Source: an optimization exercise on an open RTL-to-GDS flow (aim: small area, a short achievable clock period and few clock cycles). Production flows keep margins and buffers that such runs may drop.
Function was checked by simulation only, so behaviour that the tests miss may differ from the original.
Power figures rest on the tool's default switching activity, not on a simulated workload.

==> flow/design.v (excerpt) <==
module centered_pixel_doubler (
  input  wire logic        clk,
  input  wire logic        rst_n,
  input  wire logic        in_push,
  output logic             in_full,
  input  wire logic [48:0] in_word,
  output logic             out_empty,
  input  wire logic        out_pop,
  output logic [56:0]      out_word,
  input  wire logic        cfg_we,
  input  wire logic [0:0]  cfg_index,
  input  wire logic [12:0] cfg_wdata
);
  logic [12:0] w_r, h_r;
  logic [12:0] wd_sat;
  assign wd_sat = (cfg_wdata[12] && (cfg_wdata[11:0] != 12'd0)) ? 13'd4096 : cfg_wdata;
  always_ff @(posedge clk) begin
    if (!rst_n) begin
      w_r <= 13'd512;
      h_r <= 13'd480;
    end else if (cfg_we) begin
      if (cfg_index == 1'b0) w_r <= wd_sat;
      else                   h_r <= wd_sat;
    end
  end
  logic        s_c;
  logic        s_r;           
  logic        w_lo;          
  logic        h_lo;          
  logic        neg_c;         
  logic [11:0] hh, ww;
  logic [11:0] b_c;           
  logic [12:0] kx_c;          
  logic        kci_c;         
  logic [13:0] wm_r;          
  logic [14:0] wm3_r;         
  ...
Size: ~1,900 cells after synthesis, ~280 flip-flops, ~130 I/O pins.
Settings: LEC_CHECK=0, CAP_MARGIN=20, CORE_MARGIN=2, CORE_UTILIZATION=40, SETUP_SLACK_MARGIN=3.2, SLEW_MARGIN=20; clock period 6.0 ns.
run.sh (not shown) runs the stock make flow with config.mk's settings and CLKGATE_MAP_FILE= SYNTH_SCRIPT=/design/flow/synth_recipe.tcl, a recipe that flattens the netlist after the stock synthesis.
Testbench counts at the start, summed over its fixed seeds: cycles 21,201.
Edit:
--- a/flow/design.v
+++ b/flow/design.v
@@ -128,14 +128,22 @@
   logic [23:0] init_c;
   logic [3:0]  init_d, next_d;
   logic        k_init, p_init;
   function automatic logic [14:0] pick(input logic [2:0] d, input logic [14:0] a,
                                        input logic [14:0] b, input logic [14:0] c);
     pick = ({15{d[0]}} & a) | ({15{d[1]}} & b) | ({15{d[2]}} & c);
   endfunction
+  function automatic logic [23:0] csel_add(input logic [23:0] a, input logic [23:0] b);
+    logic [12:0] lo;
+    logic [11:0] hi0, hi1;
+    lo  = {1'b0, a[11:0]} + {1'b0, b[11:0]};
+    hi0 = a[23:12] + b[23:12];
+    hi1 = a[23:12] + b[23:12] + 12'd1;
+    csel_add = {lo[12] ? hi1 : hi0, lo[11:0]};
+  endfunction
   function automatic logic [2:0] onehot(input logic [1:0] d);
     onehot = {d == 2'd3, d == 2'd2, d == 2'd1};
   endfunction
   always_comb begin
     m1 = {1'b0, wm_r};
     m2 = {wm_r, 1'b0};
     m3 = wm3_r;
@@ -169,16 +177,16 @@
   assign o_last_r = !o_nlast_r;
   always_comb begin
     pop    = out_pop && o_valid_r;
     o_free = !o_valid_r || (out_pop && o_last_r);
     p2o    = p_valid_r && (j_r == 2'd3) && o_free;
     o_adv  = pop && !o_last_r;
     delta = o_dm_r ? 24'hFFFFFF : (o_dw_r ? {11'd0, w_r} : 24'd1);
-    cpa      = acc_s_r + acc_c_r;
-    adv      = o_idx_r + delta;
+    cpa      = csel_add(acc_s_r, acc_c_r);
+    adv      = csel_add(o_idx_r, delta);
     kstore   = busy_r && (ks_r == KS_RUN) && (j_r == 2'd3);
     kdone    = busy_r && (ks_r == KS_STORE);
   end
   logic p_valid_nxt, busy_nxt;
   always_comb begin
     if (acc_ok_r)   p_valid_nxt = in_push && nonempty;
     else            p_valid_nxt = p_valid_r && !p2o;
@@ -230,22 +238,22 @@
       acc_s_r <= k_reg_r;
       acc_c_r <= init_c;
       da_r    <= onehot(init_d[1:0]);
       db_r    <= onehot(init_d[3:2]);
       dc_r    <= 3'd0;
       dd_r    <= 3'd0;
       j_r     <= 2'd1;
-    end else if (j_r == 2'd1 || j_r == 2'd2) begin
+    end else begin
       acc_s_r <= n_s;
       acc_c_r <= n_c;
       da_r    <= 3'd0;
       db_r    <= 3'd0;
-      dc_r    <= onehot(next_d[1:0]);
-      dd_r    <= onehot(next_d[3:2]);
-      j_r     <= j_r + 2'd1;
+      dc_r    <= (j_r == 2'd1) ? onehot(next_d[1:0]) : 3'd0;
+      dd_r    <= (j_r == 2'd1) ? onehot(next_d[3:2]) : 3'd0;
+      if (j_r != 2'd3) j_r <= j_r + 2'd1;
     end
     if (busy_r && ks_r == KS_LOAD) begin
       k_reg_r <= {{11{kx_c[12]}}, kx_c};
       kc0_r   <= kc0_c;
       neg_r   <= neg_c;
       ahi_r   <= b_c[10:8];
       first_r <= 1'b1;
After rerunning: Cell area decreases by 2.2%. Die area goes down by about 1.5%. Via count is lower by 2.9%. Non-clock buffer count shrinks by 8. Cell count barely changes. Count of clock-buffer cells in the layout grows by 3. Sequential cell count is unchanged. Power decreases by about 26%.
Testbench counts after the change, summed over its fixed seeds: cycles 21,201.

========
## run a
The RTL this note starts from:
==> flow/design.v <==
`timescale 1ns / 1ps
`default_nettype none
module centered_pixel_doubler (
  input  wire logic        clk,
  input  wire logic        rst_n,
  input  wire logic        in_push,
  output logic             in_full,
  input  wire logic [48:0] in_word,
  output logic             out_empty,
  input  wire logic        out_pop,
  output logic [56:0]      out_word,
  input  wire logic        cfg_we,
  input  wire logic [0:0]  cfg_index,
  input  wire logic [12:0] cfg_wdata
);
  logic [12:0] w_r, h_r;
  logic [12:0] wd_sat;
  assign wd_sat = (cfg_wdata[12] && (cfg_wdata[11:0] != 12'd0)) ? 13'd4096 : cfg_wdata;
  always_ff @(posedge clk) begin
    if (!rst_n) begin
      w_r <= 13'd512;
      h_r <= 13'd480;
    end else if (cfg_we) begin
      if (cfg_index == 1'b0) w_r <= wd_sat;
      else                   h_r <= wd_sat;
    end
  end
  logic        s_c;
  logic        s_r;           
  logic        w_lo;          
  logic        h_lo;          
  logic        neg_c;         
  logic [11:0] hh, ww;
  logic [11:0] b_c;           
  logic [12:0] kx_c;          
  logic        kci_c;         
  logic [13:0] wm_r;          
  logic [14:0] wm3_r;         
  logic [13:0] w3_c;
  logic        kc0_c;         
  always_comb begin
    hh    = h_r[12:1];
    kci_c = !s_c && (w_r[12:8] == 5'd0) && w_r[0];
    ww    = w_r[12:1];
    s_c   = (w_r[12:9] != 4'd0) && ((h_r[12:9] != 4'd0) || (h_r[8:5] == 4'b1111));
    w_lo  = (w_r[12:8] == 5'd0);
    h_lo  = (h_r[12:8] == 5'd0) && (h_r[7:4] != 4'b1111);
    neg_c = !s_c && h_lo && (h_r[7:0] != 8'd239);
    if (s_c)        b_c = 12'((hh - 12'd240) >> 1);
    else if (neg_c) b_c = hh + 12'd8 + {11'd0, h_r[0]};
    else            b_c = hh - 12'd120 + {11'd0, h_r[0] && h_lo};
    if (s_c)        kx_c = {1'b0, ww} - 13'd256;
    else if (neg_c) kx_c = {1'b0, ww} + {12'd0, kci_c};
    else            kx_c = {1'b0, ww} - 13'd128 + {12'd0, kci_c};
    kc0_c = s_c && h_r[1];
    w3_c  = {1'b0, w_r} + {w_r, 1'b0};
  end
  logic [8:0]  rb0_r;    
  logic [8:0]  q1_r;     
  logic [7:0]  cl_r;     
  logic [8:0]  hh9;
  logic [6:0]  u;
  logic        hbig;
  always_comb begin
    hh9  = hh[8:0];
    u    = 7'(hh9 - 9'd240);
    hbig = (hh[11:9] != 3'd0) || (hh9 >= 9'd282);
  end
  always_ff @(posedge clk) begin
    s_r  <= s_c;
    wm_r  <= s_c ? {w_r, 1'b0} : {1'b0, w_r};
    wm3_r <= s_c ? {w3_c, 1'b0} : {1'b0, w3_c};
    if (s_r) begin
      if (hbig) begin
        rb0_r <= 9'd261;
        q1_r  <= 9'd261;
      end else begin
        rb0_r <= 9'd240 + ((u == 7'd0) ? 9'd0 : 9'((u + 7'd1 + {6'd0, h_r[0]}) >> 1));
        q1_r  <= 9'd240 + 9'((u + {6'd0, h_r[0]}) >> 1);
      end
    end else begin
      if (hbig || hh9 >= 9'd141) rb0_r <= 9'd261;
      else if (!h_lo)            rb0_r <= hh9 + 9'd120 + {8'd0, h_r[0]};
      else                       rb0_r <= h_r[8:0];
      q1_r <= h_lo ? 9'(9'd120 - hh9 - {8'd0, h_r[0]}) : 9'd0;
    end
    cl_r <= (!s_r && w_lo) ? 8'(9'd128 - {1'b0, ww[7:0]} - {8'd0, w_r[0]}) : 8'd0;
  end
  localparam logic [2:0] KS_LOAD = 3'd0, KS_INIT = 3'd1, KS_RUN = 3'd2, KS_STORE = 3'd3,
                         KS_IDLE = 3'd4;
  logic        busy_r;       
  logic [2:0]  ks_r;
  logic [2:0]  ahi_r;        
  logic        first_r;      
  logic        neg_r;
  logic [23:0] k_reg_r;
  logic        in_full_r;    
  logic        acc_ok_r;     
  logic        p_valid_r;    
  logic [3:0]  p_rh_r;       
  logic [31:0] p_col_r;
  logic        p_r1_r;       
  logic [1:0]  j_r;          
  logic [2:0]  da_r, db_r;   
  logic [2:0]  dc_r, dd_r;   
  logic        kc0_r;
  logic [23:0] acc_s_r, acc_c_r;
  logic        o_valid_r, o_empty_r, o_lastq_r, o_r1_r;
  logic [1:0]  o_ph_r;
  logic        o_dw_r, o_dm_r;   
  logic        o_nlast_r;    
  logic        o_last_r;
  logic [23:0] o_idx_r;
  logic [31:0] o_col_r;
  logic [7:0]  in_c;
  logic [8:0]  in_r;
  logic        row0_ok, row1_ok, col_ok, nonempty;
  assign in_c = in_word[48:41];
  assign in_r = in_word[40:32];
  always_comb begin
    row1_ok  = (in_r < q1_r);
    row0_ok  = (in_r < rb0_r) && (s_r || !row1_ok);
    col_ok   = s_r || ((!w_lo || (in_c < w_r[7:0])) && !(in_c < cl_r));
    nonempty = row0_ok && col_ok;
  end
  logic [14:0] m1, m2, m3;
  logic [23:0] row_a, row_b, t_s, t_c, n_s, n_c;
  logic [23:0] init_c;
  logic [3:0]  init_d, next_d;
  logic        k_init, p_init;
  function automatic logic [14:0] pick(input logic [2:0] d, input logic [14:0] a,
                                       input logic [14:0] b, input logic [14:0] c);
    pick = ({15{d[0]}} & a) | ({15{d[1]}} & b) | ({15{d[2]}} & c);
  endfunction
  function automatic logic [2:0] onehot(input logic [1:0] d);
    onehot = {d == 2'd3, d == 2'd2, d == 2'd1};
  endfunction
  always_comb begin
    m1 = {1'b0, wm_r};
    m2 = {wm_r, 1'b0};
    m3 = wm3_r;
    row_a = {9'd0, pick(da_r, m1, m2, m3)} | {5'd0, pick(dc_r, m1, m2, m3), 4'd0};
    row_b = {7'd0, pick(db_r, m1, m2, m3), 2'd0} | {3'd0, pick(dd_r, m1, m2, m3), 6'd0};
    t_s = acc_s_r ^ acc_c_r ^ row_a;
    t_c = {((acc_s_r[22:0] & acc_c_r[22:0]) | (acc_s_r[22:0] & row_a[22:0]) |
            (acc_c_r[22:0] & row_a[22:0])), 1'b0};
    n_s = t_s ^ t_c ^ row_b;
    n_c = {((t_s[22:0] & t_c[22:0]) | (t_s[22:0] & row_b[22:0]) |
            (t_c[22:0] & row_b[22:0])), 1'b0};
    if (busy_r) begin
      if (!first_r)    init_c = {2'b0, m1[13:0], 8'd0};
      else if (neg_r)  init_c = {4'hF, ~w_r, 7'd0};
      else if (kc0_r)  init_c = {11'd0, w_r};
      else             init_c = 24'd0;
      init_d = first_r ? b_c[3:0] : 4'd0;
      next_d = first_r ? b_c[7:4] : 4'd0;
    end else begin
      init_c = (in_r[8] ? {2'b0, m1[13:0], 8'd0} : 24'd0) |
               (s_r ? {15'd0, in_c, 1'b0} : {16'd0, in_c});
      init_d = in_r[3:0];
      next_d = p_rh_r;
    end
    k_init = busy_r && (ks_r == KS_INIT);
    p_init = acc_ok_r;
  end
  logic        pop, o_free, p2o, o_adv, kstore;
  logic [23:0] delta, adv, cpa;
  logic        kdone;
  assign o_last_r = !o_nlast_r;
  always_comb begin
    pop    = out_pop && o_valid_r;
    o_free = !o_valid_r || (out_pop && o_last_r);
    p2o    = p_valid_r && (j_r == 2'd3) && o_free;
    o_adv  = pop && !o_last_r;
    delta = o_dm_r ? 24'hFFFFFF : (o_dw_r ? {11'd0, w_r} : 24'd1);
    cpa      = acc_s_r + acc_c_r;
    adv      = o_idx_r + delta;
    kstore   = busy_r && (ks_r == KS_RUN) && (j_r == 2'd3);
    kdone    = busy_r && (ks_r == KS_STORE);
  end
  logic p_valid_nxt, busy_nxt;
  always_comb begin
    if (acc_ok_r)   p_valid_nxt = in_push && nonempty;
    else            p_valid_nxt = p_valid_r && !p2o;
    busy_nxt = cfg_we || (busy_r && !(kdone && ahi_r == 3'd0));
  end
  always_ff @(posedge clk) begin
    if (!rst_n) begin
      busy_r    <= 1'b1;
      ks_r      <= KS_LOAD;
      in_full_r <= 1'b1;
      acc_ok_r  <= 1'b0;
      p_valid_r <= 1'b0;
      o_valid_r <= 1'b0;
      o_empty_r <= 1'b1;
      o_nlast_r <= 1'b0;
      o_lastq_r <= 1'b1;
    end else begin
      busy_r    <= busy_nxt;
      in_full_r <= busy_nxt || p_valid_nxt;
      acc_ok_r  <= !(busy_nxt || p_valid_nxt);
      p_valid_r <= p_valid_nxt;
      if (cfg_we)                 ks_r <= KS_LOAD;
      else if (ks_r == KS_LOAD)   ks_r <= KS_INIT;
      else if (ks_r == KS_INIT)   ks_r <= KS_RUN;
      else if (kstore)            ks_r <= KS_STORE;
      else if (kdone)             ks_r <= (ahi_r == 3'd0) ? KS_IDLE : KS_INIT;
      if (p2o) begin
        o_valid_r <= 1'b1;
        o_empty_r <= 1'b0;
        o_nlast_r <= s_r;
        o_lastq_r <= !s_r;
      end else if (o_adv) begin
        o_nlast_r <= (o_ph_r == 2'd0) ? o_r1_r : (o_ph_r != 2'd2);
        o_lastq_r <= (o_ph_r == 2'd0) ? !o_r1_r : (o_ph_r == 2'd2);
      end else if (pop) begin
        o_valid_r <= 1'b0;
        o_empty_r <= 1'b1;
      end
    end
  end
  always_ff @(posedge clk) begin
    if (p_init) begin
      p_rh_r  <= in_r[7:4];
      p_col_r <= in_word[31:0];
      p_r1_r  <= row1_ok;
    end
    if (p_init || k_init) begin
      acc_s_r <= k_reg_r;
      acc_c_r <= init_c;
      da_r    <= onehot(init_d[1:0]);
      db_r    <= onehot(init_d[3:2]);
      dc_r    <= 3'd0;
      dd_r    <= 3'd0;
      j_r     <= 2'd1;
    end else if (j_r == 2'd1 || j_r == 2'd2) begin
      acc_s_r <= n_s;
      acc_c_r <= n_c;
      da_r    <= 3'd0;
      db_r    <= 3'd0;
      dc_r    <= onehot(next_d[1:0]);
      dd_r    <= onehot(next_d[3:2]);
      j_r     <= j_r + 2'd1;
    end
    if (busy_r && ks_r == KS_LOAD) begin
      k_reg_r <= {{11{kx_c[12]}}, kx_c};
      kc0_r   <= kc0_c;
      neg_r   <= neg_c;
      ahi_r   <= b_c[10:8];
      first_r <= 1'b1;
    end else if (kdone) begin
      k_reg_r <= o_idx_r;
      ahi_r   <= ahi_r - 3'd1;
      first_r <= 1'b0;
    end
    if (p2o || o_adv || kstore) o_idx_r <= o_last_r ? cpa : adv;
    if (p2o) begin
      o_col_r <= p_col_r;
      o_ph_r  <= 2'd0;
      o_dw_r  <= 1'b0;
      o_dm_r  <= 1'b0;
      o_r1_r  <= p_r1_r;
    end else if (o_adv) begin
      o_ph_r  <= o_ph_r + 2'd1;
      o_dw_r  <= (o_ph_r == 2'd0);
      o_dm_r  <= (o_ph_r == 2'd1);
    end
  end
  assign in_full   = in_full_r;
  assign out_empty = o_empty_r;
  assign out_word  = {o_idx_r, o_col_r, o_lastq_r};
endmodule
`default_nettype wire
clock: 6.0 ns
lec_check: 0
cap_margin: 20
core_margin: 2
core_utilization: 40
setup_slack_margin: 3.2
slew_margin: 20
Testbench counts of run a, summed over its fixed seeds: cycles 21,193.
Here is what was changed in the inputs of run b compared with run a.
diff --git a/flow/design.v b/flow/design.v
--- a/flow/design.v
+++ b/flow/design.v
@@ -38,21 +38,21 @@
   logic [14:0] wm3_r;         
   logic [13:0] w3_c;
   logic        kc0_c;         
+  assign s_c = (w_r[12:9] != 4'd0) && ((h_r[12:9] != 4'd0) || (h_r[8:5] == 4'b1111));
   always_comb begin
     hh    = h_r[12:1];
-    kci_c = !s_c && (w_r[12:8] == 5'd0) && w_r[0];
+    kci_c = !s_r && (w_r[12:8] == 5'd0) && w_r[0];
     ww    = w_r[12:1];
-    s_c   = (w_r[12:9] != 4'd0) && ((h_r[12:9] != 4'd0) || (h_r[8:5] == 4'b1111));
     w_lo  = (w_r[12:8] == 5'd0);
     h_lo  = (h_r[12:8] == 5'd0) && (h_r[7:4] != 4'b1111);
-    neg_c = !s_c && h_lo && (h_r[7:0] != 8'd239);
-    if (s_c)        b_c = 12'((hh - 12'd240) >> 1);
+    neg_c = !s_r && h_lo && (h_r[7:0] != 8'd239);
+    if (s_r)        b_c = 12'((hh - 12'd240) >> 1);
     else if (neg_c) b_c = hh + 12'd8 + {11'd0, h_r[0]};
     else            b_c = hh - 12'd120 + {11'd0, h_r[0] && h_lo};
-    if (s_c)        kx_c = {1'b0, ww} - 13'd256;
+    if (s_r)        kx_c = {1'b0, ww} - 13'd256;
     else if (neg_c) kx_c = {1'b0, ww} + {12'd0, kci_c};
     else            kx_c = {1'b0, ww} - 13'd128 + {12'd0, kci_c};
-    kc0_c = s_c && h_r[1];
+    kc0_c = s_r && h_r[1];
     w3_c  = {1'b0, w_r} + {w_r, 1'b0};
   end
   logic [8:0]  rb0_r;    
@@ -87,7 +87,7 @@
     cl_r <= (!s_r && w_lo) ? 8'(9'd128 - {1'b0, ww[7:0]} - {8'd0, w_r[0]}) : 8'd0;
   end
   localparam logic [2:0] KS_LOAD = 3'd0, KS_INIT = 3'd1, KS_RUN = 3'd2, KS_STORE = 3'd3,
-                         KS_IDLE = 3'd4;
+                         KS_IDLE = 3'd4, KS_WAIT = 3'd5;
   logic        busy_r;       
   logic [2:0]  ks_r;
   logic [2:0]  ahi_r;        
@@ -132,6 +132,14 @@
                                        input logic [14:0] b, input logic [14:0] c);
     pick = ({15{d[0]}} & a) | ({15{d[1]}} & b) | ({15{d[2]}} & c);
   endfunction
+  function automatic logic [23:0] csel_add(input logic [23:0] a, input logic [23:0] b);
+    logic [12:0] lo;
+    logic [11:0] hi0, hi1;
+    lo  = {1'b0, a[11:0]} + {1'b0, b[11:0]};
+    hi0 = a[23:12] + b[23:12];
+    hi1 = a[23:12] + b[23:12] + 12'd1;
+    csel_add = {lo[12] ? hi1 : hi0, lo[11:0]};
+  endfunction
   function automatic logic [2:0] onehot(input logic [1:0] d);
     onehot = {d == 2'd3, d == 2'd2, d == 2'd1};
   endfunction
@@ -173,8 +181,8 @@
     p2o    = p_valid_r && (j_r == 2'd3) && o_free;
     o_adv  = pop && !o_last_r;
     delta = o_dm_r ? 24'hFFFFFF : (o_dw_r ? {11'd0, w_r} : 24'd1);
-    cpa      = acc_s_r + acc_c_r;
-    adv      = o_idx_r + delta;
+    cpa      = csel_add(acc_s_r, acc_c_r);
+    adv      = csel_add(o_idx_r, delta);
     kstore   = busy_r && (ks_r == KS_RUN) && (j_r == 2'd3);
     kdone    = busy_r && (ks_r == KS_STORE);
   end
@@ -187,7 +195,7 @@
   always_ff @(posedge clk) begin
     if (!rst_n) begin
       busy_r    <= 1'b1;
-      ks_r      <= KS_LOAD;
+      ks_r      <= KS_WAIT;
       in_full_r <= 1'b1;
       acc_ok_r  <= 1'b0;
       p_valid_r <= 1'b0;
@@ -200,7 +208,8 @@
       in_full_r <= busy_nxt || p_valid_nxt;
       acc_ok_r  <= !(busy_nxt || p_valid_nxt);
       p_valid_r <= p_valid_nxt;
-      if (cfg_we)                 ks_r <= KS_LOAD;
+      if (cfg_we)                 ks_r <= KS_WAIT;
+      else if (ks_r == KS_WAIT)   ks_r <= KS_LOAD;
       else if (ks_r == KS_LOAD)   ks_r <= KS_INIT;
       else if (ks_r == KS_INIT)   ks_r <= KS_RUN;
       else if (kstore)            ks_r <= KS_STORE;
[summary]
On post-synthesis cell type count: run b sits above run a. Re power in sequential cells: run b and run a aren't equal, and the higher value belongs to run a. The buffer share of cell area was comparable across run b and run a. Run b vs run a: arrival time at the worst endpoint up. Looking at minimum period implied by the final worst setup slack across run b and run a, the one that comes out higher is run b. The sequential share of layout area of run a and that of run b are within noise of each other. On run b: gate count after technology mapping is 8 lower than what run a gave. Of run b and run a, run b shows the higher power, with run a below it. On run b: clock buffer instance count of the final layout is 18% lower than what run a gave.
Testbench counts of run b, summed over its fixed seeds: cycles 21,201.

==> what the ideal ports hide <==
Ports are ideal in the flow. The routed layouts listed here were re-timed in OpenROAD.
Step 1 sets driving cells, clkbuf_16 on the clock port and buf_2 on the other inputs (assumed; they add their load-dependent delay and slew).
Step 2 moves the port delays by t, midway between the first and last clock arrival at a register: inputs arrive t later, outputs are due t later. That takes back most of the time a late clock gives input paths.
Three values: no drivers, after step 1, after step 2; two values: the first two.
run	t, ns	slack for setup (ns)	clock arrival spread, ns	worst data-port slew with drivers (ns)	pins driven straight from the clock port
the first run of note 1	0.645	2.953 / 2.953 / 2.689	0.013 / 0.013	0.09	1
the second run of note 1	0.596	2.912 / 2.912 / 2.717	0.025 / 0.026	0.05	1
run a	0.577	3.083 / 3.083 / 2.709	0.018 / 0.018	0.05	1
run b	0.613	2.984 / 2.984 / 2.690	0.021 / 0.021	0.05	1
After both steps every run listed still meets setup and hold. For run a, which loses most, drivers alone change the setup slack by 0.000 ns; drivers and shift together by -0.374 ns.
